Source: an optimization exercise on an open RTL-to-GDS flow (aim: small area, a short achievable clock period and few clock cycles per item). Production flows keep margins and buffers that such runs may drop.
At most, simulation tests tie the RTL to the original design; equivalence was not proved.
The RTL of run 2 was laid out without a check of its function.

==> flow/design.v, too long to show whole: its modules and the start of the top module <==
// module ptpd_axis: 203 lines
// module ptpd_ctrl: 117 lines
// module ptpd_pd_term: 633 lines
// module ptpd_conv1: 319 lines
// module ptpd_conv2: 148 lines
// module pan_tilt_pd_tracker: 116 lines
module pan_tilt_pd_tracker (
	input  logic                                    clk,
	input  logic                                    arst_n,
	input  logic                                    cfg_we,
	input  logic [ptpd_pkg::CFG_IDX_BITS-1:0]       cfg_index,
	input  logic [ptpd_pkg::CFG_DATA_BITS-1:0]      cfg_data,
	input  logic                                    in_valid,
	output logic                                    in_ready,
	input  logic signed [ptpd_pkg::ERROR_BITS-1:0]  pan_pixel_error,
	input  logic signed [ptpd_pkg::ERROR_BITS-1:0]  tilt_pixel_error,
	input  logic                                    target_seen,
	input  logic [ptpd_pkg::AGE_BITS-1:0]           link_age_ms,
	input  logic                                    stop_press,
	output logic                                    out_valid,
	input  logic                                    out_ready,
	output logic [ptpd_pkg::PULSE_BITS-1:0]         pan_pulse_us,
	output logic [ptpd_pkg::PULSE_BITS-1:0]         tilt_pulse_us,
	output logic                                    tracking_active,
	output logic                                    drive_enabled
);
  // ...
==> flow/flow/run.sh <==
#!/bin/bash
set -euo pipefail
MARGIN=6.6
sed -i '/SETUP_SLACK_MARGIN/d' config.mk
echo "export SETUP_SLACK_MARGIN = ${MARGIN}" >> config.mk
bash standard.sh synth > synth.log 2>&1
R=orfs/results/${FLOW_PLATFORM}/pan_tilt_pd_tracker/base
cp $R/1_2_yosys.v yosys_netlist_orig.v
python3 flow/fapol.py yosys_netlist_orig.v $R/1_2_yosys.v > fapol.log 2>&1
rm -f $R/1_synth.odb $R/1_synth.sdc
bash standard.sh > standard.log 2>&1
==> flow/flow/fapol.py <==
#!/usr/bin/env python3
"""Remove inverters around full adders in a Yosys netlist.

A full adder is self-dual: FA(~a, ~b, ~c) = (~cout, ~sum). Where an adder's
inputs mostly come through inverters, or its outputs mostly feed
inverters, the adder is turned to work on the other polarity, which drops
those inverters. Only combinational cells change; registers, ports and
every other cell are left as they are.

usage: fapol.py IN.v OUT.v
"""
import re
import sys
from collections import defaultdict

FA = "sky130_fd_sc_hd__fa_1"
INV_TYPES = re.compile(r"^sky130_fd_sc_hd__(inv|clkinv)_\d+$")
NEW_INV = "sky130_fd_sc_hd__inv_1"

src = open(sys.argv[1]).read()
m = re.search(r"^module\s.*?;\n", src, re.S | re.M)
head_end = m.end()
end = src.rindex("endmodule")
body = src[head_end:end]

cell_re = re.compile(r"^\s*(sky130_fd_sc_hd__\w+)\s+(\S+)\s*\((.*?)\);\s*$", re.S | re.M)
pin_re = re.compile(r"\.(\w+)\(\s*(.*?)\s*\)\s*(?:,|$)", re.S)

decls = []
cells = {}
order = []
pos = 0
other = []
for cm in cell_re.finditer(body):
    other.append(body[pos:cm.start()])
    pos = cm.end()
    typ, name, pins = cm.group(1), cm.group(2), cm.group(3)
    pm = {}
    for p, n in pin_re.findall(pins):
        pm[p] = " ".join(n.split())
    cells[name] = [typ, pm]
    order.append(name)
other.append(body[pos:])
rest = "".join(other)
# anything but cells (wire/input/output declarations, assigns) is kept as is
if re.search(r"\bassign\b", rest):
    ext_assign = set(" ".join(x.split()) for x in re.findall(r"[\\\w][^=;,{}]*", " ".join(re.findall(r"assign\s+(.*?);", rest, re.S))))
else:
    ext_assign = set()

OUTS = {"X", "Y", "Q", "Q_N", "SUM", "COUT", "HI", "LO"}


def is_out(typ, p):
    return p in OUTS


drv = {}
loads = defaultdict(set)
for name, (typ, pm) in cells.items():
    for p, n in pm.items():
        if is_out(typ, p):
            drv[n] = (name, p)
        else:
            loads[n].add((name, p))

# nets seen by the outside: ports and names in assigns
ports = set()
for d in re.findall(r"^\s*(?:input|output|inout)\s+(?:\[[^\]]*\]\s*)?(.*?);", src, re.M):
    ports.add(" ".join(d.split()))


def external(n):
    base = n.split(" [")[0].strip()
    return n in ports or base in ports or n in ext_assign or base in ext_assign or "'" in n


nid = [0]


def new_net():
    nid[0] += 1
    return f"_fapol{nid[0]}_"


new_wires = []


def is_inv(name):
    return name in cells and INV_TYPES.match(cells[name][0]) is not None


def inv_src(n):
    d = drv.get(n)
    if d and is_inv(d[0]):
        return cells[d[0]][1]["A"]
    return None


def inv_of(n):
    """An existing inverter output for net n, if any."""
    for (c, p) in loads.get(n, ()):
        if is_inv(c) and p == "A":
            return cells[c][1]["Y"]
    return None


def gain(fa):
    typ, pm = cells[fa]
    g = 0
    for p in ("A", "B", "CIN"):
        n = pm[p]
        s = inv_src(n)
        if s is not None:
            if len(loads[n]) == 1 and not external(n):
                g += 1
        elif inv_of(n) is None:
            g -= 1
    for p in ("COUT", "SUM"):
        n = pm[p]
        ls = loads.get(n, set())
        invs = [c for (c, q) in ls if is_inv(c)]
        others = [x for x in ls if not is_inv(x[0])]
        g += len(invs)
        if others or external(n):
            g -= 1
    return g


def set_pin(c, p, n):
    old = cells[c][1][p]
    loads[old].discard((c, p))
    cells[c][1][p] = n
    loads[n].add((c, p))


def remove_cell(c):
    typ, pm = cells.pop(c)
    for p, n in pm.items():
        if is_out(typ, p):
            drv.pop(n, None)
        else:
            loads[n].discard((c, p))


def add_inv(a, y):
    name = f"_fapolc{nid[0]}_"
    nid[0] += 1
    cells[name] = [NEW_INV, {"A": a, "Y": y}]
    order.append(name)
    drv[y] = (name, "Y")
    loads[a].add((name, "A"))


def flip(fa):
    typ, pm = cells[fa]
    for p in ("A", "B", "CIN"):
        n = pm[p]
        s = inv_src(n)
        if s is not None:
            set_pin(fa, p, s)
            if not loads[n] and not external(n):
                remove_cell(drv[n][0])
        else:
            z = inv_of(n)
            if z is None:
                z = new_net()
                new_wires.append(z)
                add_inv(n, z)
            set_pin(fa, p, z)
    for p in ("COUT", "SUM"):
        n = pm[p]
        nn = new_net()
        new_wires.append(nn)
        drv.pop(n, None)
        cells[fa][1][p] = nn
        drv[nn] = (fa, p)
        ls = list(loads.get(n, set()))
        for (c, q) in ls:
            if c in cells and is_inv(c):
                y = cells[c][1]["Y"]
                if external(y):
                    # keep the net name: drive it from a buffer-free rename is
                    # not possible, so leave this inverter as a double one
                    continue
                for (c2, q2) in list(loads.get(y, set())):
                    set_pin(c2, q2, nn)
                remove_cell(c)
        rest_loads = [x for x in loads.get(n, set())]
        if rest_loads or external(n):
            add_inv(nn, n)


changed = True
flips = 0
while changed:
    changed = False
    for fa in [c for c in order if c in cells and cells[c][0] == FA]:
        if gain(fa) > 0:
            flip(fa)
            flips += 1
            changed = True

# half adders with an output nobody reads become a single gate; a carry
# read only through inverters becomes a nand
HA = "sky130_fd_sc_hd__ha_1"
trims = 0
for c in [x for x in order if x in cells and cells[x][0] == HA]:
    pm = cells[c][1]
    s_n, c_n = pm["SUM"], pm["COUT"]
    s_used = bool(loads.get(s_n)) or external(s_n)
    c_used = bool(loads.get(c_n)) or external(c_n)
    a, b = pm["A"], pm["B"]
    if not s_used:
        ls = list(loads.get(c_n, set()))
        if c_used and not external(c_n) and all(is_inv(x) for (x, q) in ls):
            ys = [cells[x][1]["Y"] for (x, q) in ls]
            if any(external(y) for y in ys[1:]):
                continue
            remove_cell(c)
            y0 = ys[0]
            for (x, q) in ls:
                y = cells[x][1]["Y"]
                remove_cell(x)
                if y != y0:
                    for (c2, q2) in list(loads.get(y, set())):
                        set_pin(c2, q2, y0)
            cells[c] = ["sky130_fd_sc_hd__nand2_1", {"A": a, "B": b, "Y": y0}]
            loads[a].add((c, "A"))
            loads[b].add((c, "B"))
            drv[y0] = (c, "Y")
            trims += 1
        elif c_used:
            remove_cell(c)
            cells[c] = ["sky130_fd_sc_hd__and2_0", {"A": a, "B": b, "X": c_n}]
            loads[a].add((c, "A"))
            loads[b].add((c, "B"))
            drv[c_n] = (c, "X")
            trims += 1
    elif not c_used:
        remove_cell(c)
        cells[c] = ["sky130_fd_sc_hd__xor2_1", {"A": a, "B": b, "X": s_n}]
        loads[a].add((c, "A"))
        loads[b].add((c, "B"))
        drv[s_n] = (c, "X")
        trims += 1

out = [src[:head_end]]
out.append(rest.rstrip("\n") + "\n" if False else "")
# keep declarations, add new wires, then cells
decl_text = rest
out.append(decl_text.rstrip() + "\n")
for w in new_wires:
    out.append(f"  wire {w};\n")
for c in order:
    if c not in cells:
        continue
    typ, pm = cells[c]
    pins = ",\n".join(f"    .{p}({n} )" if n.startswith("\\") else f"    .{p}({n})" for p, n in pm.items())
    out.append(f"  {typ} {c} (\n{pins}\n  );\n")
out.append(src[end:])
open(sys.argv[2], "w").write("".join(out))
ninv = sum(1 for c in cells if is_inv(c))
sys.stderr.write(f"fapol: {flips} adders turned, {trims} half adders trimmed, {ninv} inverters left\n")
==> flow/standard.sh <==
#!/bin/bash
# synth_recipe.tcl (not shown) runs the flow's synth.tcl, then flattens the netlist and writes it again
# the make line also repeats each setting of config.mk as NAME=value (left out here)
make -C /OpenROAD-flow-scripts/flow DESIGN_CONFIG=/design/flow/config.mk WORK_HOME=/design/flow/orfs CLKGATE_MAP_FILE= SYNTH_SCRIPT=/design/flow/synth_recipe.tcl "${@:-finish}"
==> flow/config.mk <==
export PLATFORM = sky130hd
export DESIGN_NAME = pan_tilt_pd_tracker
export DESIGN_NICKNAME = pan_tilt_pd_tracker
export VERILOG_FILES = /design/flow/design.v
export SDC_FILE = /design/flow/constraint.sdc
export NUM_CORES = 4
export LEC_CHECK = 0
export CAP_MARGIN = 20
export CORE_MARGIN = 2
export CORE_UTILIZATION = 70
export CTS_BUF_LIST = sky130_fd_sc_hd__clkbuf_4 sky130_fd_sc_hd__clkbuf_8
export CTS_CLUSTER_SIZE = 30
export SLEW_MARGIN = 20
export SETUP_SLACK_MARGIN = 6.6
==> flow/constraint.sdc <==
create_clock -name core_clock -period 11.0 [get_ports {clk}]
set_input_delay 2.2000 -clock core_clock [delete_from_list [all_inputs] [get_ports {clk}]]
set_output_delay 2.2000 -clock core_clock [all_outputs]
set_load 0.01 [all_outputs]
==> impl_metrics.py, run 1 <==
metrics = {
    "grt": {
        "track_usage_pct": 32.4,
        "globalRouteOverflowTotal": 0,
        "use_met1_pct": 45.3,
        "grt_max_degree": 120,
    },
    "route": {
        "drt-met1-wl_microns": 51300,
        "ant_nets": 0,
        "routed-via-count": 35300,
    },
    "critical_path": {
        "slowest_stage": "fa_1",
        "crit_cells": 15,
        "worst-path-buf-inv": 1,
        "crit_chain": "fa_1, fa_1, inv_2, fa_1, fa_1, ha_1, a21o_1, a21o_1, a21o_1, a21o_1, nor3_2, o211ai_1, a31o_2, a21oi_4, o21bai_1",
        "cp.arrival_ps": 4870,
    },
    "clock_tree": {
        "clock-root-buffer": "clkbuf_8",
        "clkSlewWorstSetupHoldPaths_ps": 60,
        "clockBufferDepth": 3,
        "ctsHoldBuffers": 0,
    },
    "cells_and_area": {
        "fillers": 4849,
        "seq-cell-share_pct": 26.7,
        "area_delta_synth_final_pct": 9.64,
        "num_antenna_cells": 1,
        "multi_input_gates": 3223,
        "multi_input_area_share_pct": 59.5,
        "nClkBuffers": 130,
        "layout.nonclk_buf_share_pct": 3.71,
    },
    "timing": {
        "worst_pin_slew_ps": 1120,
    },
    "synth": {
        "synthesis.area_sq_mm": 0.0518,
        "syn-instance-count": 4660,
    },
    "status": {
        "outcome": "complete, no violations",
    },
    "floorplan": {
        "fp.dieW_microns": 276,
    },
}
Testbench counts, summed over its fixed seeds: cycles 3,248, items 3,200.
==> module ptpd_axis, before the edit <==
module ptpd_axis #(
	parameter bit NEG = 1'b0
) (
	input  logic                                    clk,
	input  logic                                    arst_n,
	input  logic                                    acc,
	input  logic                                    en,
	input  logic                                    track_now,
	input  logic                                    halt_now,
	input  logic                                    upd,
	input  logic signed [ptpd_pkg::ERROR_BITS-1:0]  err,
	input  logic [ptpd_pkg::GAIN_BITS:0]            gain_pd,
	input  logic [ptpd_pkg::GAIN_BITS-1:0]          gain_d,
	input  logic [ptpd_pkg::DEG_BITS-1:0]           angle_floor,
	input  logic [ptpd_pkg::DEG_BITS-1:0]           angle_ceiling,
	output logic [ptpd_pkg::PULSE_BITS-1:0]         pulse
);
	localparam int EB = ptpd_pkg::ERROR_BITS;
	localparam int ND = EB / 2;
	localparam int AB = ptpd_pkg::ANGLE_BITS;
	localparam int FB = ptpd_pkg::FRAC_BITS;
	localparam int DB = ptpd_pkg::DEG_BITS;
	localparam int TB = ptpd_pkg::DELTA_BITS;
	function automatic logic [3*ND-1:0] booth(input logic [EB-1:0] x, input logic flip);
		logic [EB:0]   xx;
		logic [ND-1:0] neg, one, two;
		xx = {x, 1'b0};
		for (int k = 0; k < ND; k++) begin
			one[k] = xx[2*k+1] ^ xx[2*k];
			two[k] = (xx[2*k+2] & ~xx[2*k+1] & ~xx[2*k]) | (~xx[2*k+2] & xx[2*k+1] & xx[2*k]);
			neg[k] = flip ? (~xx[2*k+2] & (xx[2*k+1] | xx[2*k]))
				: (xx[2*k+2] & ~(xx[2*k+1] & xx[2*k]));
		end
		booth = {neg, one, two};
	endfunction
	logic [EB-1:0]   prev_raw_q;
	logic            prev_sat_q;
	logic            prev_trk_q;
	logic [ND-1:0]   e_neg_q, e_one_q, e_two_q;
	logic [ND-1:0]   p_neg_q, p_one_q, p_two_q;
	logic [TB-1:0]   x1_q;
	logic [TB-1:0]   y1_q;
	logic            c1_q;
	logic [AB-1:0]   angle_q;
	logic [3:0]      vl3_q;
	logic [8:0]      xv3_q, yv3_q;
	logic            cv3_q;
	logic [DB-1:0]   deg3_q;
	logic [11:0]     xp4_q, yp4_q;
	logic            cp4_q;
	logic            sat;
	logic [ND-1:0]   e_neg, e_one, e_two;
	logic [ND-1:0]   p_neg, p_one, p_two;
	logic [TB-1:0]   x_now;
	logic [TB-1:0]   y_now;
	logic            c_now;
	logic [3:0]      vl_now;
	logic [8:0]      xv_now, yv_now;
	logic            cv_now;
	logic [12:0]     v4;
	logic [11:0]     xp_now, yp_now;
	logic            cp_now;
	assign sat = NEG && (err == {1'b1, {(EB-1){1'b0}}});
	always_comb begin
		{e_neg, e_one, e_two} = booth(err, NEG);
		if (sat) begin
			e_neg[0] = 1'b1;
			e_one[0] = 1'b1;
		end
		{p_neg, p_one, p_two} = booth(prev_raw_q, !NEG);
		if (prev_sat_q) begin
			p_neg[0] = 1'b0;
			p_one[0] = 1'b1;
		end
		e_one = e_one & {ND{track_now}};
		e_two = e_two & {ND{track_now}};
		p_one = p_one & {ND{prev_trk_q && track_now}};
		p_two = p_two & {ND{prev_trk_q && track_now}};
	end
	always_ff @(posedge clk or negedge arst_n) begin
		if (!arst_n) begin
			prev_trk_q <= 1'b0;
		end else if (acc && !halt_now) begin
			prev_trk_q <= track_now;
		end
	end
	always_ff @(posedge clk) begin
		if (acc && !halt_now) begin
			prev_raw_q <= err;
			prev_sat_q <= sat;
		end
	end
	always_ff @(posedge clk) begin
		if (acc) begin
			e_neg_q <= e_neg;
			e_one_q <= e_one;
			e_two_q <= e_two;
			p_neg_q <= p_neg;
			p_one_q <= p_one;
			p_two_q <= p_two;
		end
	end
	ptpd_pd_term u_term (
		.e_neg (e_neg_q),
		.e_one (e_one_q),
		.e_two (e_two_q),
		.p_neg (p_neg_q),
		.p_one (p_one_q),
		.p_two (p_two_q),
		.gpd   (gain_pd),
		.gd    (gain_d),
		.xs    (x_now),
		.ys    (y_now),
		.c     (c_now)
	);
	always_ff @(posedge clk) begin
		if (en) begin
			x1_q <= x_now;
			y1_q <= y_now;
			c1_q <= c_now;
		end
	end
	localparam int SB = AB + 3;
	localparam logic [SB-1:0] NBIAS = -(SB'(1) << (TB - 1));
	logic [SB-1:0] a_ext;
	logic [SB-1:0] x_ext;
	logic [SB-1:0] y_ext;
	logic [SB-1:0] p2;
	logic [SB-1:0] q2;
	logic [SB-1:0] c_ext;
	logic [SB-1:0] nlo_ext;
	logic [SB-1:0] nhi_ext;
	logic [SB-1:0] s;
	logic [SB-1:0] s_lo;
	logic [SB-1:0] s_hi;
	logic          below;
	logic          above;
	logic [AB-1:0] a_new;
	assign a_ext   = SB'(angle_q);
	assign x_ext   = SB'(x1_q);
	assign y_ext   = SB'(y1_q);
	assign p2      = a_ext ^ x_ext ^ y_ext;
	assign q2      = ((a_ext & x_ext) | (a_ext & y_ext) | (x_ext & y_ext)) << 1;
	assign c_ext   = SB'(c1_q);
	assign nlo_ext = ~{3'b000, angle_floor, {FB{1'b0}}} + NBIAS + SB'(1);
	assign nhi_ext = ~{3'b000, angle_ceiling, {FB{1'b0}}} + NBIAS;
	assign s       = c_ext + p2 + q2 + NBIAS;
	assign s_lo    = nlo_ext + p2 + q2 + c_ext;
	assign s_hi    = nhi_ext + q2 + p2 + c_ext;
	assign below   = s_lo[SB-1];
	assign above   = !s_hi[SB-1];
	always_comb begin
		if (angle_floor > angle_ceiling) begin
			a_new = {angle_ceiling, {FB{1'b0}}};
		end else if (below) begin
			a_new = {angle_floor, {FB{1'b0}}};
		end else if (above) begin
			a_new = {angle_ceiling, {FB{1'b0}}};
		end else begin
			a_new = s[AB-1:0];
		end
	end
	always_ff @(posedge clk or negedge arst_n) begin
		if (!arst_n) begin
			angle_q <= {ptpd_pkg::RST_ANGLE_DEG, {FB{1'b0}}};
		end else if (upd) begin
			angle_q <= a_new;
		end
	end
	ptpd_conv1 u_conv1 (
		.dg (angle_q[AB-1:FB]),
		.fr (angle_q[FB-1:0]),
		.s  (vl_now),
		.xs (xv_now),
		.ys (yv_now),
		.c  (cv_now)
	);
	always_ff @(posedge clk) begin
		if (en) begin
			vl3_q  <= vl_now;
			xv3_q  <= xv_now;
			yv3_q  <= yv_now;
			cv3_q  <= cv_now;
			deg3_q <= angle_q[AB-1:FB];
		end
	end
	assign v4 = {xv3_q + yv3_q + 9'(cv3_q), vl3_q};
	ptpd_conv2 u_conv2 (
		.v  (v4),
		.dg (deg3_q),
		.xs (xp_now),
		.ys (yp_now),
		.c  (cp_now)
	);
	always_ff @(posedge clk) begin
		if (en) begin
			xp4_q <= xp_now;
			yp4_q <= yp_now;
			cp4_q <= cp_now;
		end
	end
	assign pulse = xp4_q + yp4_q + 12'(cp4_q);
endmodule
==> module ptpd_ctrl, before the edit <==
module ptpd_ctrl (
	input  logic                              clk,
	input  logic                              arst_n,
	input  logic                              in_valid,
	output logic                              in_ready,
	output logic                              out_valid,
	input  logic                              out_ready,
	input  logic                              stop_press,
	input  logic                              track_ok,
	input  logic [ptpd_pkg::PULSE_BITS-1:0]   pan_new,
	input  logic [ptpd_pkg::PULSE_BITS-1:0]   tilt_new,
	output logic                              acc,
	output logic                              en,
	output logic                              halt_now,
	output logic                              track_now,
	output logic                              upd,
	output logic [ptpd_pkg::PULSE_BITS-1:0]   pan_pulse_us,
	output logic [ptpd_pkg::PULSE_BITS-1:0]   tilt_pulse_us,
	output logic                              tracking_active,
	output logic                              drive_enabled
);
	localparam int PB = ptpd_pkg::PULSE_BITS;
	logic halt_q;
	logic v0_q, v1_q, v2_q, v3_q, v4_q;
	logic trk0_q, trk1_q, trk2_q, trk3_q, trk4_q;
	logic hlt0_q, hlt1_q, hlt2_q, hlt3_q, hlt4_q;
	logic out_v_q, sk_v_q;
	logic in_ready_q;
	logic hs;
	logic [2*PB+1:0] res_new;
	logic [2*PB+1:0] out_q;
	logic [2*PB+1:0] sk_q;
	assign in_ready  = in_ready_q;
	assign out_valid = out_v_q;
	assign acc       = in_valid && in_ready_q;
	assign hs        = out_v_q && out_ready;
	assign en        = !sk_v_q;
	assign halt_now  = halt_q || stop_press;
	assign track_now = !halt_now && track_ok;
	assign upd       = en && v1_q && !hlt1_q;
	always_ff @(posedge clk or negedge arst_n) begin
		if (!arst_n) begin
			halt_q <= 1'b0;
		end else if (acc) begin
			halt_q <= halt_now;
		end
	end
	always_ff @(posedge clk or negedge arst_n) begin
		if (!arst_n) begin
			v0_q <= 1'b0;
			v1_q <= 1'b0;
			v2_q <= 1'b0;
			v3_q <= 1'b0;
			v4_q <= 1'b0;
		end else if (en) begin
			v0_q <= acc;
			v1_q <= v0_q;
			v2_q <= v1_q;
			v3_q <= v2_q;
			v4_q <= v3_q;
		end
	end
	always_ff @(posedge clk) begin
		if (acc) begin
			trk0_q <= track_now;
			hlt0_q <= halt_now;
		end
		if (en) begin
			trk1_q <= trk0_q;
			hlt1_q <= hlt0_q;
			trk2_q <= trk1_q;
			hlt2_q <= hlt1_q;
			trk3_q <= trk2_q;
			hlt3_q <= hlt2_q;
			trk4_q <= trk3_q;
			hlt4_q <= hlt3_q;
		end
	end
	assign res_new = {pan_new, tilt_new, trk4_q, !hlt4_q};
	always_ff @(posedge clk or negedge arst_n) begin
		if (!arst_n) begin
			out_v_q <= 1'b0;
			sk_v_q  <= 1'b0;
		end else if (sk_v_q) begin
			if (hs) begin
				sk_v_q <= 1'b0;
			end
		end else if (out_v_q && !out_ready) begin
			sk_v_q <= v4_q;
		end else begin
			out_v_q <= v4_q;
		end
	end
	always_ff @(posedge clk or negedge arst_n) begin
		if (!arst_n) begin
			in_ready_q <= 1'b1;
		end else if (sk_v_q) begin
			if (hs) begin
				in_ready_q <= 1'b1;
			end
		end else if (out_v_q && !out_ready) begin
			in_ready_q <= !v4_q;
		end
	end
	always_ff @(posedge clk) begin
		if (!out_v_q || hs) begin
			out_q <= sk_v_q ? sk_q : res_new;
		end
		if (en) begin
			sk_q <= res_new;
		end
	end
	assign pan_pulse_us    = out_q[2*PB+1:PB+2];
	assign tilt_pulse_us   = out_q[PB+1:2];
	assign tracking_active = out_q[1];
	assign drive_enabled   = out_q[0];
endmodule
==> module ptpd_conv1, before the edit <==
module ptpd_conv1 (
	input  logic [7:0] dg,
	input  logic [15:0] fr,
	output logic [3:0] s,
	output logic [8:0] xs,
	output logic [8:0] ys,
	output logic c
);
	logic w0, w1, w2, w3, w4, w5, w6, w7, w8, w9, w10, w11, w12, w13, w14, w15, w16, w17, w18, w19, w20, w21, w22, w23, w24, w25, w26, w27, w28, w29, w30, w31, w32, w33, w34, w35, w36, w37, w38, w39, w40, w41, w42, w43, w44, w45, w46, w47, w48, w49, w50, w51, w52, w53, w54, w55, w56, w57, w58, w59, w60, w61, w62, w63, w64, w65, w66, w67, w68, w69, w70, w71, w72, w73, w74, w75, w76, w77, w78, w79, w80, w81, w82, w83, w84, w85, w86, w87, w88, w89, w90, w91, w92, w93, w94, w95, w96, w97, w98, w99, w100, w101, w102, w103, w104, w105, w106, w107, w108, w109, w110, w111, w112, w113, w114, w115, w116, w117, w118, w119, w120, w121, w122, w123, w124, w125, w126, w127, w128, w129, w130, w131, w132, w133, w134, w135, w136, w137, w138, w139, w140, w141, w142, w143, w144, w145, w146, w147, w148, w149, w150, w151, w152, w153, w154, w155, w156, w157, w158, w159, w160, w161, w162, w163, w164, w165, w166, w167, w168, w169, w170, w171, w172, w173, w174, w175, w176, w177, w178, w179, w180, w181, w182, w183, w184, w185, w186, w187, w188, w189, w190, w191, w192, w193, w194, w195, w196, w197, w198, w199, w200, w201, w202, w203, w204, w205, w206, w207, w208, w209, w210, w211, w212, w213, w214, w215, w216, w217, w218, w219, w220, w221, w222, w223, w224, w225, w226, w227, w228, w229, w230, w231, w232, w233, w234, w235, w236, w237, w238, w239, w240, w241, w242, w243, w244, w245, w246, w247, w248, w249, w250, w251, w252, w253, w254, w255, w256, w257, w258, w259, w260, w261, w262, w263, w264, w265, w266, w267, w268, w269, w270, w271, w272, w273, w274, w275, w276, w277, w278, w279, w280, w281, w282, w283, w284, w285, w286, w287, w288, w289, w290, w291, w292, w293, w294, w295, w296, w297, w298, w299;
	logic [31:0] tx, ty;
	logic [23:0] tl;
	assign w0 = ~dg[0];
	assign w1 = ~dg[1];
	assign w2 = ~dg[2];
	assign w3 = ~dg[3];
	assign w4 = ~dg[4];
	assign w5 = ~dg[5];
	assign w6 = ~dg[6];
	assign w7 = ~dg[7];
	assign w8 = ~dg[0];
	assign w9 = ~dg[1];
	assign w10 = ~dg[2];
	assign w11 = ~dg[3];
	assign w12 = ~dg[4];
	assign w13 = ~dg[5];
	assign w14 = ~dg[6];
	assign w15 = ~dg[7];
	assign w16 = ~fr[0];
	assign w17 = ~fr[1];
	assign w18 = ~fr[2];
	assign w19 = ~fr[3];
	assign w20 = ~fr[4];
	assign w21 = ~fr[5];
	assign w22 = ~fr[6];
	assign w23 = ~fr[7];
	assign w24 = ~fr[8];
	assign w25 = ~fr[9];
	assign w26 = ~fr[10];
	assign w27 = ~fr[11];
	assign w28 = ~fr[12];
	assign w29 = ~fr[13];
	assign w30 = ~fr[14];
	assign w31 = ~fr[15];
	assign w32 = ~fr[0];
	assign w33 = ~fr[1];
	assign w34 = ~fr[2];
	assign w35 = ~fr[3];
	assign w36 = ~fr[4];
	assign w37 = ~fr[5];
	assign w38 = ~fr[6];
	assign w39 = ~fr[7];
	assign w40 = ~fr[8];
	assign w41 = ~fr[9];
	assign w42 = ~fr[10];
	assign w43 = ~fr[11];
	assign w44 = ~fr[12];
	assign w45 = ~fr[13];
	assign w46 = ~fr[14];
	assign w47 = ~fr[15];
	assign w48 = ~fr[0];
	assign w49 = ~fr[1];
	assign w50 = ~fr[2];
	assign w51 = ~fr[3];
	assign w52 = ~fr[4];
	assign w53 = ~fr[5];
	assign w54 = ~fr[6];
	assign w55 = ~fr[7];
	assign w56 = ~fr[8];
	assign w57 = ~fr[9];
	assign w58 = ~fr[10];
	assign w59 = ~fr[11];
	assign w60 = ~fr[12];
	assign w61 = ~fr[13];
	assign w62 = ~fr[14];
	assign w63 = ~fr[15];
	assign w64 = ~fr[0];
	assign w65 = ~fr[1];
	assign w66 = ~fr[2];
	assign w67 = ~fr[3];
	assign w68 = ~fr[4];
	assign w69 = ~fr[5];
	assign w70 = ~fr[6];
	assign w71 = ~fr[7];
	assign w72 = ~fr[8];
	assign w73 = ~fr[9];
	assign w74 = ~fr[10];
	assign w75 = ~fr[11];
	assign w76 = ~fr[12];
	assign w77 = ~fr[13];
	assign w78 = ~fr[14];
	assign w79 = ~fr[15];
	assign w80 = ~fr[0];
	assign w81 = ~fr[1];
	assign w82 = ~fr[2];
	assign w83 = ~fr[3];
	assign w84 = ~fr[4];
	assign w85 = ~fr[5];
	assign w86 = ~fr[6];
	assign w87 = ~fr[7];
	assign w88 = ~fr[8];
	assign w89 = ~fr[9];
	assign w90 = ~fr[10];
	assign w91 = ~fr[11];
	assign w92 = ~fr[12];
	assign w93 = ~fr[13];
	assign w94 = ~fr[14];
	assign w95 = ~fr[15];
	assign w96 = w28 ^ fr[9];
	assign w97 = w28 & fr[9];
	assign w98 = w29 ^ fr[10];
	assign w99 = w29 & fr[10];
	assign w100 = w30 ^ fr[11] ^ w41;
	assign w101 = (w30 & fr[11]) | (w30 & w41) | (fr[11] & w41);
	assign w102 = w31 ^ fr[12] ^ w42;
	assign w103 = (w31 & fr[12]) | (w31 & w42) | (fr[12] & w42);
	assign w104 = w0 ^ fr[13] ^ w43;
	assign w105 = (w0 & fr[13]) | (w0 & w43) | (fr[13] & w43);
	assign w106 = w1 ^ fr[14] ^ w44;
	assign w107 = (w1 & fr[14]) | (w1 & w44) | (fr[14] & w44);
	assign w108 = w2 ^ fr[15] ^ w45;
	assign w109 = (w2 & fr[15]) | (w2 & w45) | (fr[15] & w45);
	assign w110 = w3 ^ w46;
	assign w111 = w3 & w46;
	assign w112 = w4 ^ w8 ^ w47;
	assign w113 = (w4 & w8) | (w4 & w47) | (w8 & w47);
	assign w114 = w61 ^ w74;
	assign w115 = w61 & w74;
	assign w116 = w5 ^ w9 ^ w62;
	assign w117 = (w5 & w9) | (w5 & w62) | (w9 & w62);
	assign w118 = w75 ^ w89;
	assign w119 = w75 & w89;
	assign w120 = w6 ^ w10 ^ w63;
	assign w121 = (w6 & w10) | (w6 & w63) | (w10 & w63);
	assign w122 = w76 ^ w90;
	assign w123 = w76 & w90;
	assign w124 = w7 ^ w11 ^ dg[0];
	assign w125 = (w7 & w11) | (w7 & dg[0]) | (w11 & dg[0]);
	assign w126 = w23 ^ fr[4];
	assign w127 = w23 & fr[4];
	assign w128 = w24 ^ fr[5];
	assign w129 = w24 & fr[5];
	assign w130 = w25 ^ fr[6];
	assign w131 = w25 & fr[6];
	assign w132 = w26 ^ fr[7] ^ w37;
	assign w133 = (w26 & fr[7]) | (w26 & w37) | (fr[7] & w37);
	assign w134 = w51 ^ w64;
	assign w135 = w51 & w64;
	assign w136 = w27 ^ fr[8] ^ w38;
	assign w137 = (w27 & fr[8]) | (w27 & w38) | (fr[8] & w38);
	assign w138 = w52 ^ w65;
	assign w139 = w52 & w65;
	assign w140 = w96 ^ w39 ^ w53;
	assign w141 = (w96 & w39) | (w96 & w53) | (w39 & w53);
	assign w142 = w66 ^ w80 ^ 1'b1;
	assign w143 = (w66 & w80) | (w66 & 1'b1) | (w80 & 1'b1);
	assign w144 = w97 ^ w98 ^ w40;
	assign w145 = (w97 & w98) | (w97 & w40) | (w98 & w40);
	assign w146 = w54 ^ w67 ^ w81;
	assign w147 = (w54 & w67) | (w54 & w81) | (w67 & w81);
	assign w148 = w99 ^ w100 ^ w55;
	assign w149 = (w99 & w100) | (w99 & w55) | (w100 & w55);
	assign w150 = w68 ^ w82 ^ fr[0];
	assign w151 = (w68 & w82) | (w68 & fr[0]) | (w82 & fr[0]);
	assign w152 = w101 ^ w102 ^ w56;
	assign w153 = (w101 & w102) | (w101 & w56) | (w102 & w56);
	assign w154 = w69 ^ w83 ^ fr[1];
	assign w155 = (w69 & w83) | (w69 & fr[1]) | (w83 & fr[1]);
	assign w156 = w103 ^ w104 ^ w57;
	assign w157 = (w103 & w104) | (w103 & w57) | (w104 & w57);
	assign w158 = w70 ^ w84 ^ fr[2];
	assign w159 = (w70 & w84) | (w70 & fr[2]) | (w84 & fr[2]);
	assign w160 = w105 ^ w106 ^ w58;
	assign w161 = (w105 & w106) | (w105 & w58) | (w106 & w58);
	assign w162 = w71 ^ w85 ^ fr[3];
	assign w163 = (w71 & w85) | (w71 & fr[3]) | (w85 & fr[3]);
	assign w164 = w107 ^ w108 ^ w59;
	assign w165 = (w107 & w108) | (w107 & w59) | (w108 & w59);
	assign w166 = w72 ^ w86 ^ fr[4];
	assign w167 = (w72 & w86) | (w72 & fr[4]) | (w86 & fr[4]);
	assign w168 = w109 ^ w110 ^ w60;
	assign w169 = (w109 & w110) | (w109 & w60) | (w110 & w60);
	assign w170 = w73 ^ w87 ^ fr[5];
	assign w171 = (w73 & w87) | (w73 & fr[5]) | (w87 & fr[5]);
	assign w172 = w111 ^ w112 ^ w114;
	assign w173 = (w111 & w112) | (w111 & w114) | (w112 & w114);
	assign w174 = w88 ^ fr[6] ^ 1'b1;
	assign w175 = (w88 & fr[6]) | (w88 & 1'b1) | (fr[6] & 1'b1);
	assign w176 = w113 ^ w115 ^ w116;
	assign w177 = (w113 & w115) | (w113 & w116) | (w115 & w116);
	assign w178 = w118 ^ fr[7] ^ 1'b1;
	assign w179 = (w118 & fr[7]) | (w118 & 1'b1) | (fr[7] & 1'b1);
	assign w180 = w117 ^ w119 ^ w120;
	assign w181 = (w117 & w119) | (w117 & w120) | (w119 & w120);
	assign w182 = w122 ^ fr[8] ^ 1'b1;
	assign w183 = (w122 & fr[8]) | (w122 & 1'b1) | (fr[8] & 1'b1);
	assign w184 = w121 ^ w123 ^ w124;
	assign w185 = (w121 & w123) | (w121 & w124) | (w123 & w124);
	assign w186 = w77 ^ w91 ^ fr[9];
	assign w187 = (w77 & w91) | (w77 & fr[9]) | (w91 & fr[9]);
	assign w188 = w125 ^ w12 ^ dg[1];
	assign w189 = (w125 & w12) | (w125 & dg[1]) | (w12 & dg[1]);
	assign w190 = w78 ^ w92 ^ fr[10];
	assign w191 = (w78 & w92) | (w78 & fr[10]) | (w92 & fr[10]);
	assign w192 = w13 ^ dg[2] ^ w79;
	assign w193 = (w13 & dg[2]) | (w13 & w79) | (dg[2] & w79);
	assign w194 = w93 ^ fr[11] ^ 1'b1;
	assign w195 = (w93 & fr[11]) | (w93 & 1'b1) | (fr[11] & 1'b1);
	assign w196 = w14 ^ dg[3] ^ w94;
	assign w197 = (w14 & dg[3]) | (w14 & w94) | (dg[3] & w94);
	assign w198 = w15 ^ dg[4] ^ w95;
	assign w199 = (w15 & dg[4]) | (w15 & w95) | (dg[4] & w95);
	assign w200 = w21 ^ fr[2];
	assign w201 = w21 & fr[2];
	assign w202 = w22 ^ fr[3];
	assign w203 = w22 & fr[3];
	assign w204 = w126 ^ w34 ^ w48;
	assign w205 = (w126 & w34) | (w126 & w48) | (w34 & w48);
	assign w206 = w127 ^ w128 ^ w35;
	assign w207 = (w127 & w128) | (w127 & w35) | (w128 & w35);
	assign w208 = w129 ^ w130 ^ w36;
	assign w209 = (w129 & w130) | (w129 & w36) | (w130 & w36);
	assign w210 = w131 ^ w132 ^ w134;
	assign w211 = (w131 & w132) | (w131 & w134) | (w132 & w134);
	assign w212 = w133 ^ w135 ^ w136;
	assign w213 = (w133 & w135) | (w133 & w136) | (w135 & w136);
	assign w214 = w137 ^ w139 ^ w140;
	assign w215 = (w137 & w139) | (w137 & w140) | (w139 & w140);
	assign w216 = w141 ^ w143 ^ w144;
	assign w217 = (w141 & w143) | (w141 & w144) | (w143 & w144);
	assign w218 = w145 ^ w147 ^ w148;
	assign w219 = (w145 & w147) | (w145 & w148) | (w147 & w148);
	assign w220 = w149 ^ w151 ^ w152;
	assign w221 = (w149 & w151) | (w149 & w152) | (w151 & w152);
	assign w222 = w153 ^ w155 ^ w156;
	assign w223 = (w153 & w155) | (w153 & w156) | (w155 & w156);
	assign w224 = w157 ^ w159 ^ w160;
	assign w225 = (w157 & w159) | (w157 & w160) | (w159 & w160);
	assign w226 = w161 ^ w163 ^ w164;
	assign w227 = (w161 & w163) | (w161 & w164) | (w163 & w164);
	assign w228 = w165 ^ w167 ^ w168;
	assign w229 = (w165 & w167) | (w165 & w168) | (w167 & w168);
	assign w230 = w169 ^ w171 ^ w172;
	assign w231 = (w169 & w171) | (w169 & w172) | (w171 & w172);
	assign w232 = w173 ^ w175 ^ w176;
	assign w233 = (w173 & w175) | (w173 & w176) | (w175 & w176);
	assign w234 = w177 ^ w179 ^ w180;
	assign w235 = (w177 & w179) | (w177 & w180) | (w179 & w180);
	assign w236 = w181 ^ w183 ^ w184;
	assign w237 = (w181 & w183) | (w181 & w184) | (w183 & w184);
	assign w238 = w185 ^ w187 ^ w188;
	assign w239 = (w185 & w187) | (w185 & w188) | (w187 & w188);
	assign w240 = w189 ^ w191 ^ w192;
	assign w241 = (w189 & w191) | (w189 & w192) | (w191 & w192);
	assign w242 = w193 ^ w195 ^ w196;
	assign w243 = (w193 & w195) | (w193 & w196) | (w195 & w196);
	assign w244 = w197 ^ w198 ^ fr[13];
	assign w245 = (w197 & w198) | (w197 & fr[13]) | (w198 & fr[13]);
	assign w246 = w199 ^ dg[5] ^ fr[14];
	assign w247 = (w199 & dg[5]) | (w199 & fr[14]) | (dg[5] & fr[14]);
	assign w248 = w200 ^ w32;
	assign w249 = w200 & w32;
	assign w250 = w201 ^ w202 ^ w33;
	assign w251 = (w201 & w202) | (w201 & w33) | (w202 & w33);
	assign w252 = w203 ^ w204 ^ 1'b1;
	assign w253 = (w203 & w204) | (w203 & 1'b1) | (w204 & 1'b1);
	assign w254 = w205 ^ w206 ^ w49;
	assign w255 = (w205 & w206) | (w205 & w49) | (w206 & w49);
	assign w256 = w207 ^ w208 ^ w50;
	assign w257 = (w207 & w208) | (w207 & w50) | (w208 & w50);
	assign w258 = w209 ^ w210 ^ 1'b1;
	assign w259 = (w209 & w210) | (w209 & 1'b1) | (w210 & 1'b1);
	assign w260 = w211 ^ w212 ^ w138;
	assign w261 = (w211 & w212) | (w211 & w138) | (w212 & w138);
	assign w262 = w213 ^ w214 ^ w142;
	assign w263 = (w213 & w214) | (w213 & w142) | (w214 & w142);
	assign w264 = w215 ^ w216 ^ w146;
	assign w265 = (w215 & w216) | (w215 & w146) | (w216 & w146);
	assign w266 = w217 ^ w218 ^ w150;
	assign w267 = (w217 & w218) | (w217 & w150) | (w218 & w150);
	assign w268 = w219 ^ w220 ^ w154;
	assign w269 = (w219 & w220) | (w219 & w154) | (w220 & w154);
	assign w270 = w221 ^ w222 ^ w158;
	assign w271 = (w221 & w222) | (w221 & w158) | (w222 & w158);
	assign w272 = w223 ^ w224 ^ w162;
	assign w273 = (w223 & w224) | (w223 & w162) | (w224 & w162);
	assign w274 = w225 ^ w226 ^ w166;
	assign w275 = (w225 & w226) | (w225 & w166) | (w226 & w166);
	assign w276 = w227 ^ w228 ^ w170;
	assign w277 = (w227 & w228) | (w227 & w170) | (w228 & w170);
	assign w278 = w229 ^ w230 ^ w174;
	assign w279 = (w229 & w230) | (w229 & w174) | (w230 & w174);
	assign w280 = w231 ^ w232 ^ w178;
	assign w281 = (w231 & w232) | (w231 & w178) | (w232 & w178);
	assign w282 = w233 ^ w234 ^ w182;
	assign w283 = (w233 & w234) | (w233 & w182) | (w234 & w182);
	assign w284 = w235 ^ w236 ^ w186;
	assign w285 = (w235 & w236) | (w235 & w186) | (w236 & w186);
	assign w286 = w237 ^ w238 ^ w190;
	assign w287 = (w237 & w238) | (w237 & w190) | (w238 & w190);
	assign w288 = w239 ^ w240 ^ w194;
	assign w289 = (w239 & w240) | (w239 & w194) | (w240 & w194);
	assign w290 = w241 ^ w242 ^ fr[12];
	assign w291 = (w241 & w242) | (w241 & fr[12]) | (w242 & fr[12]);
	assign w292 = w243 ^ w244 ^ 1'b1;
	assign w293 = (w243 & w244) | (w243 & 1'b1) | (w244 & 1'b1);
	assign w294 = w245 ^ w246 ^ 1'b1;
	assign w295 = (w245 & w246) | (w245 & 1'b1) | (w246 & 1'b1);
	assign w296 = w247 ^ dg[6] ^ fr[15];
	assign w297 = (w247 & dg[6]) | (w247 & fr[15]) | (dg[6] & fr[15]);
	assign w298 = dg[7] ^ 1'b1;
	assign w299 = dg[7] & 1'b1;
	assign tx = {w299, w297, w295, w293, w291, w289, w287, w285, w283, w281, w279, w277, w275, w273, w271, w269, w267, w265, w263, w261, w259, w257, w255, w253, w251, w249, w248, w20, w19, w18, w17, w16};
	assign ty = {1'b1, w298, w296, w294, w292, w290, w288, w286, w284, w282, w280, w278, w276, w274, w272, w270, w268, w266, w264, w262, w260, w258, w256, w254, w252, w250, 1'b1, fr[1], fr[0], 1'b0, 1'b0, 1'b1};
	assign tl = {1'b0, tx[22:0]} + {1'b0, ty[22:0]};
	assign s  = tl[22:19];
	assign c  = tl[23];
	assign xs = tx[31:23];
	assign ys = ty[31:23];
endmodule
==> module pan_tilt_pd_tracker, before the edit <==
module pan_tilt_pd_tracker (
	input  logic                                    clk,
	input  logic                                    arst_n,
	input  logic                                    cfg_we,
	input  logic [ptpd_pkg::CFG_IDX_BITS-1:0]       cfg_index,
	input  logic [ptpd_pkg::CFG_DATA_BITS-1:0]      cfg_data,
	input  logic                                    in_valid,
	output logic                                    in_ready,
	input  logic signed [ptpd_pkg::ERROR_BITS-1:0]  pan_pixel_error,
	input  logic signed [ptpd_pkg::ERROR_BITS-1:0]  tilt_pixel_error,
	input  logic                                    target_seen,
	input  logic [ptpd_pkg::AGE_BITS-1:0]           link_age_ms,
	input  logic                                    stop_press,
	output logic                                    out_valid,
	input  logic                                    out_ready,
	output logic [ptpd_pkg::PULSE_BITS-1:0]         pan_pulse_us,
	output logic [ptpd_pkg::PULSE_BITS-1:0]         tilt_pulse_us,
	output logic                                    tracking_active,
	output logic                                    drive_enabled
);
	localparam int EB = ptpd_pkg::ERROR_BITS;
	logic [ptpd_pkg::GAIN_BITS-1:0] gain_p_pan_q;
	logic [ptpd_pkg::GAIN_BITS-1:0] gain_d_pan_q;
	logic [ptpd_pkg::GAIN_BITS-1:0] gain_p_tilt_q;
	logic [ptpd_pkg::GAIN_BITS-1:0] gain_d_tilt_q;
	logic [ptpd_pkg::GAIN_BITS:0]   gain_pd_pan_q;
	logic [ptpd_pkg::GAIN_BITS:0]   gain_pd_tilt_q;
	logic [ptpd_pkg::AGE_BITS-1:0]  timeout_q;
	logic [ptpd_pkg::DEG_BITS-1:0]  floor_q;
	logic [ptpd_pkg::DEG_BITS-1:0]  ceiling_q;
	always_ff @(posedge clk or negedge arst_n) begin
		if (!arst_n) begin
			gain_pd_pan_q  <= {1'b0, ptpd_pkg::RST_GAIN_P_PAN} + {1'b0, ptpd_pkg::RST_GAIN_D_PAN};
			gain_pd_tilt_q <= {1'b0, ptpd_pkg::RST_GAIN_P_TILT} + {1'b0, ptpd_pkg::RST_GAIN_D_TILT};
		end else begin
			gain_pd_pan_q  <= {1'b0, gain_p_pan_q} + {1'b0, gain_d_pan_q};
			gain_pd_tilt_q <= {1'b0, gain_p_tilt_q} + {1'b0, gain_d_tilt_q};
		end
	end
	always_ff @(posedge clk or negedge arst_n) begin
		if (!arst_n) begin
			gain_p_pan_q  <= ptpd_pkg::RST_GAIN_P_PAN;
			gain_d_pan_q  <= ptpd_pkg::RST_GAIN_D_PAN;
			gain_p_tilt_q <= ptpd_pkg::RST_GAIN_P_TILT;
			gain_d_tilt_q <= ptpd_pkg::RST_GAIN_D_TILT;
			timeout_q     <= ptpd_pkg::RST_TIMEOUT;
			floor_q       <= ptpd_pkg::RST_FLOOR;
			ceiling_q     <= ptpd_pkg::RST_CEILING;
		end else if (cfg_we) begin
			case (cfg_index)
				3'd0: gain_p_pan_q  <= cfg_data;
				3'd1: gain_d_pan_q  <= cfg_data;
				3'd2: gain_p_tilt_q <= cfg_data;
				3'd3: gain_d_tilt_q <= cfg_data;
				3'd4: timeout_q     <= cfg_data;
				3'd5: floor_q       <= cfg_data[ptpd_pkg::DEG_BITS-1:0];
				3'd6: ceiling_q     <= cfg_data[ptpd_pkg::DEG_BITS-1:0];
				default: ;
			endcase
		end
	end
	logic acc, en, halt_now, track_now, upd, track_ok;
	logic [ptpd_pkg::PULSE_BITS-1:0] pan_new, tilt_new;
	assign track_ok = target_seen && (link_age_ms <= timeout_q);
	ptpd_ctrl u_ctrl (
		.clk             (clk),
		.arst_n          (arst_n),
		.in_valid        (in_valid),
		.in_ready        (in_ready),
		.out_valid       (out_valid),
		.out_ready       (out_ready),
		.stop_press      (stop_press),
		.track_ok        (track_ok),
		.pan_new         (pan_new),
		.tilt_new        (tilt_new),
		.acc             (acc),
		.en              (en),
		.halt_now        (halt_now),
		.track_now       (track_now),
		.upd             (upd),
		.pan_pulse_us    (pan_pulse_us),
		.tilt_pulse_us   (tilt_pulse_us),
		.tracking_active (tracking_active),
		.drive_enabled   (drive_enabled)
	);
	ptpd_axis #(.NEG(1'b1)) u_pan (
		.clk           (clk),
		.arst_n        (arst_n),
		.acc           (acc),
		.en            (en),
		.track_now     (track_now),
		.halt_now      (halt_now),
		.upd           (upd),
		.err           (pan_pixel_error),
		.gain_pd       (gain_pd_pan_q),
		.gain_d        (gain_d_pan_q),
		.angle_floor   (floor_q),
		.angle_ceiling (ceiling_q),
		.pulse         (pan_new)
	);
	ptpd_axis #(.NEG(1'b0)) u_tilt (
		.clk           (clk),
		.arst_n        (arst_n),
		.acc           (acc),
		.en            (en),
		.track_now     (track_now),
		.halt_now      (halt_now),
		.upd           (upd),
		.err           (tilt_pixel_error),
		.gain_pd       (gain_pd_tilt_q),
		.gain_d        (gain_d_tilt_q),
		.angle_floor   (floor_q),
		.angle_ceiling (ceiling_q),
		.pulse         (tilt_new)
	);
endmodule
==> run 2: changes to the inputs <==
--- a/flow/design.v
+++ b/flow/design.v
@@ -29,2 +29,3 @@
 	input  logic                                    track_now,
+	input  logic                                    track_s1,
 	input  logic                                    halt_now,
@@ -65,4 +66,3 @@
 	logic [AB-1:0]   angle_q;
-	logic [3:0]      vl3_q;
-	logic [8:0]      xv3_q, yv3_q;
+	logic [12:0]     xv3_q, yv3_q;
 	logic            cv3_q;
@@ -77,4 +77,3 @@
 	logic            c_now;
-	logic [3:0]      vl_now;
-	logic [8:0]      xv_now, yv_now;
+	logic [12:0]     xv_now, yv_now;
 	logic            cv_now;
@@ -95,6 +94,4 @@
 		end
-		e_one = e_one & {ND{track_now}};
-		e_two = e_two & {ND{track_now}};
-		p_one = p_one & {ND{prev_trk_q && track_now}};
-		p_two = p_two & {ND{prev_trk_q && track_now}};
+		p_one = p_one & {ND{prev_trk_q}};
+		p_two = p_two & {ND{prev_trk_q}};
 	end
@@ -160,7 +157,7 @@
 	assign a_ext   = SB'(angle_q);
-	assign x_ext   = SB'(x1_q);
-	assign y_ext   = SB'(y1_q);
+	assign x_ext   = SB'(track_s1 ? x1_q : TB'(1) << (TB - 1));
+	assign y_ext   = SB'(y1_q & {TB{track_s1}});
 	assign p2      = a_ext ^ x_ext ^ y_ext;
 	assign q2      = ((a_ext & x_ext) | (a_ext & y_ext) | (x_ext & y_ext)) << 1;
-	assign c_ext   = SB'(c1_q);
+	assign c_ext   = SB'(c1_q && track_s1);
 	assign nlo_ext = ~{3'b000, angle_floor, {FB{1'b0}}} + NBIAS + SB'(1);
@@ -193,3 +190,2 @@
 		.fr (angle_q[FB-1:0]),
-		.s  (vl_now),
 		.xs (xv_now),
@@ -200,3 +196,2 @@
 		if (en) begin
-			vl3_q  <= vl_now;
 			xv3_q  <= xv_now;
@@ -207,3 +202,3 @@
 	end
-	assign v4 = {xv3_q + yv3_q + 9'(cv3_q), vl3_q};
+	assign v4 = xv3_q + yv3_q + 13'(cv3_q);
 	ptpd_conv2 u_conv2 (
@@ -239,2 +234,3 @@
 	output logic                              track_now,
+	output logic                              track_s1,
 	output logic                              upd,
@@ -263,2 +259,3 @@
 	assign track_now = !halt_now && track_ok;
+	assign track_s1  = trk1_q;
 	assign upd       = en && v1_q && !hlt1_q;
@@ -977,5 +974,4 @@
 	input  logic [15:0] fr,
-	output logic [3:0] s,
-	output logic [8:0] xs,
-	output logic [8:0] ys,
+	output logic [12:0] xs,
+	output logic [12:0] ys,
 	output logic c
@@ -984,3 +980,3 @@
 	logic [31:0] tx, ty;
-	logic [23:0] tl;
+	logic [19:0] tl;
 	assign w0 = ~dg[0];
@@ -1287,7 +1283,6 @@
 	assign ty = {1'b1, w298, w296, w294, w292, w290, w288, w286, w284, w282, w280, w278, w276, w274, w272, w270, w268, w266, w264, w262, w260, w258, w256, w254, w252, w250, 1'b1, fr[1], fr[0], 1'b0, 1'b0, 1'b1};
-	assign tl = {1'b0, tx[22:0]} + {1'b0, ty[22:0]};
-	assign s  = tl[22:19];
-	assign c  = tl[23];
-	assign xs = tx[31:23];
-	assign ys = ty[31:23];
+	assign tl = {1'b0, tx[18:0]} + {1'b0, ty[18:0]};
+	assign c  = tl[19];
+	assign xs = tx[31:19];
+	assign ys = ty[31:19];
 endmodule
@@ -1502,3 +1497,3 @@
 	end
-	logic acc, en, halt_now, track_now, upd, track_ok;
+	logic acc, en, halt_now, track_now, track_s1, upd, track_ok;
 	logic [ptpd_pkg::PULSE_BITS-1:0] pan_new, tilt_new;
@@ -1520,2 +1515,3 @@
 		.track_now       (track_now),
+		.track_s1        (track_s1),
 		.upd             (upd),
@@ -1532,2 +1528,3 @@
 		.track_now     (track_now),
+		.track_s1      (track_s1),
 		.halt_now      (halt_now),
@@ -1547,2 +1544,3 @@
 		.track_now     (track_now),
+		.track_s1      (track_s1),
 		.halt_now      (halt_now),
==> run 2 against run 1 <==
  * Critical path depth up 5
  * Count of clock-buffer cells in the layout up 7
  * Die area up 2.0%
  * Synthesized cell count up 2.8%
  * Clock skew down 5.2 ps
  * Utilization down 0.33 points
  * Critical endpoint is now u_tilt.cp4_q$_DFFE_PN_
  * Still clean on timing, DRC and antenna
==> impl_metrics.py, run 2 <==
metrics = {
    "status": {
        "outcome": "complete, no violations",
    },
    "timing": {
        "hold_ws_ps": 416,
        "skew_ps": 35.5,
        "rsz0062_at_grt": "true",
        "fin_tns_setup_ps": 0,
        "fin_crit_sh_pct": 42.9,
        "worst_pin_slew_ps": 1080,
        "period_minus_slack_ps": 4720,
        "max-slew-margin-rel_pct": 28.2,
        "setup_viol": 0,
        "clock.fmax_mhz": 212,
        "final_max_slew_viol_count": 0,
        "hold_violations": 0,
    },
    "clock_tree": {
        "cts_tree": "built",
        "clockBufferDepth": 3,
        "clkSlewWorstSetupHoldPaths_ps": 70,
        "cts_buffers": 91,
        "htree_num_levels": 3,
        "clk_latency_ps": 740,
        "clock-root-buffer": "clkbuf_8",
        "cts.sink_count": 549,
    },
    "critical_path": {
        "critPathLaunchType": "register",
        "worst-path-max-fanout": 9,
        "criticalPathCategory": "reg -> reg",
        "cp.required_ps": 11470,
        "r2r_slack_ps": 6280,
        "cp.arrival_ps": 5190,
        "setup.worst_path.end_class": "register",
    },
    "route": {
        "routed_wl_microns": 124000,
        "met2_length_microns": 57000,
        "highest_layer": "met4",
        "ant_nets": 0,
        "routed-via-count": 36100,
        "routed-wl-met3_microns": 11300,
        "vias_per_cell": 6.12,
        "drtIter0Drc": 3294,
        "drt-met1-wl_microns": 52100,
        "wire_per_inst_microns": 20.9,
        "drcViolationCount": 0,
        "first_pass_iters": 6,
    },
    "synth": {
        "ys_warn_count": 4,
        "synth.avg_cell_area_sq_um": 11.0,
        "syn-instance-count": 4792,
        "syn-num-nets": 5944,
        "synthesis.area_sq_mm": 0.0528,
    },
    "cells_and_area": {
        "utilization_pct": 77.4,
        "reg_top3": "u_ctrl.out_q (26), u_ctrl.sk_q (26)",
        "final_nets": 6002,
        "drive_gt1_share_pct": 12.0,
        "most-common-layout-cells": "fa_1, inv_1, ha_1",
        "final_common_cell": "fa_1",
        "area_delta_synth_final_pct": 9.24,
    },
    "floorplan": {
        "die-area_sq_mm": 0.0777,
        "io_pins": 94,
        "fp.dieW_microns": 279,
        "start_util_pct": 70.9,
        "die_h_microns": 279,
        "fp.coreArea_sq_mm": 0.0746,
        "rows": 100,
    },
    "placed_design": {
        "place_hpwl_microns": 93400,
        "place.gp.congestion": 0.934,
        "portBuffers": 93,
    },
    "grt": {
        "antenna_found_initial": 1,
        "grt_pass1_vias": 36700,
        "globalRouteOverflowTotal": 0,
        "grt_max_degree": 100,
        "track_usage_pct": 32.0,
        "grt_pass1_wl_microns": 196000,
    },
    "run": {
        "drv_cap": 0,
    },
    "worst_hold_path": {
        "hold_class": "reg -> reg",
    },
}
==> run 2: changes by cell type in the layout (fill, tap and decap cells not counted), moves of 11 or more <==
cell / previous run / this run
nand3_1: 25 / 48
o21ai_0: 110 / 129
nand3b_1: 0 / 14
buf_4: 123 / 111
a21o_1: 64 / 50
nor3b_1: 25 / 1
a21oi_1: 133 / 109
and2_1: 5 / 108
dfrtp_2: 27 / 16
dfrtp_1: 98 / 109
==> run 2: area by class of cell <==
class	instances	area, sq um
diodes	2	5.00
clock buffers	137	1700
clock inverters	33	279
fillers	4932	16800
inverters	636	2430
multi-input cells	3356	34700
flip-flops and latches	549	15400
well taps	969	1210
repair buffers	216	2010
==> run 2: final timing paths <==
check / startpoint / endpoint / cells past startpoint
max reg2reg: u_tilt.cv3_q$_DFFE_PN_ / u_tilt.cp4_q$_DFFE_PN_ / 20
max: u_tilt.cv3_q$_DFFE_PN_ / u_tilt.cp4_q$_DFFE_PN_ / 20
min reg2reg: u_ctrl.hlt3_q$_DFFE_PN_ / u_ctrl.hlt4_q$_DFFE_PN_ / 0
min in group asynchronous: arst_n / gain_p_tilt_q[0]$_DFFE_PN0P_ / 1
min: u_ctrl.hlt3_q$_DFFE_PN_ / u_ctrl.hlt4_q$_DFFE_PN_ / 0
max in group asynchronous: arst_n / u_pan.angle_q[12]$_DFFE_PN0P_ / 2
==> run 2: stage by stage <==
step / worst slack, ps / area (sq um) / std cells
finish: 6280 / 57700 / 5898
detailed placement: 6040 / 54300 / 5625
floorplan: 6370 / 53000 / 4792
CTS: 6240 / 56900 / 5841
global route: 6060 / 57700 / 5897
global placement: 6110 / 54300 / 5625
==> run 2: what timing repair did <==
item	CTS	global route
pin swaps	19	21
hold buffers	0	0
gates resized for setup	36	83
cloned	0	3
buffers inserted	46	52
setup endpoints to repair	68	80
==> run 2: critical path, cell delays in order, from the launching register on <==
cell       delay (ps)
edfxtp_1          400
fa_2              420
fa_2              350
inv_2              70
nor2b_1            50
o21ai_2           150
a21boi_2          120
o41ai_2           270
o21ai_1           160
nor2_1            130
xnor2_1           130
buf_4             200
xnor2_2           140
xnor2_1           160
fa_1              440
ha_1              330
a21o_1            160
a211o_1           330
a2111oi_4         290
o21a_1            140
o21ai_1            50
==> run 2: metal layers <==
layer	global-route usage [%]	up-vias
met5	0.188	-
met4	9.46	0
met3	6.60	272
met2	50.5	1623
met1	45.4	17800
li1	-	16400

==> re-timing with driven ports <==
How much do the figures lean on ideal ports? The routed layouts below were timed once more, with nothing changed but the port constraints.
Step 1 assumes that a clkbuf_16 drives the clock port and a buf_2 every other input.
Step 2 also shifts input and output timing later by t, the mid clock arrival at the registers, as if the neighbouring blocks saw the same clock.
Slacks: ideal / step 1 / step 2; pairs: ideal / step 1.
| run | shift t [ns] | setup slack, ns | worst slew at a driven data input, ns |
|---|---|---|---|
| run 1 | 0.776 | 6.568 / 6.568 / 5.968 | 0.07 |
| run 2 | 0.773 | 6.283 / 6.283 / 6.283 | 0.05 |
After both steps every run listed still meets setup and hold. The setup slack of run 1, which loses most, moves by 0.000 ns with the drivers and by -0.600 ns with both steps.
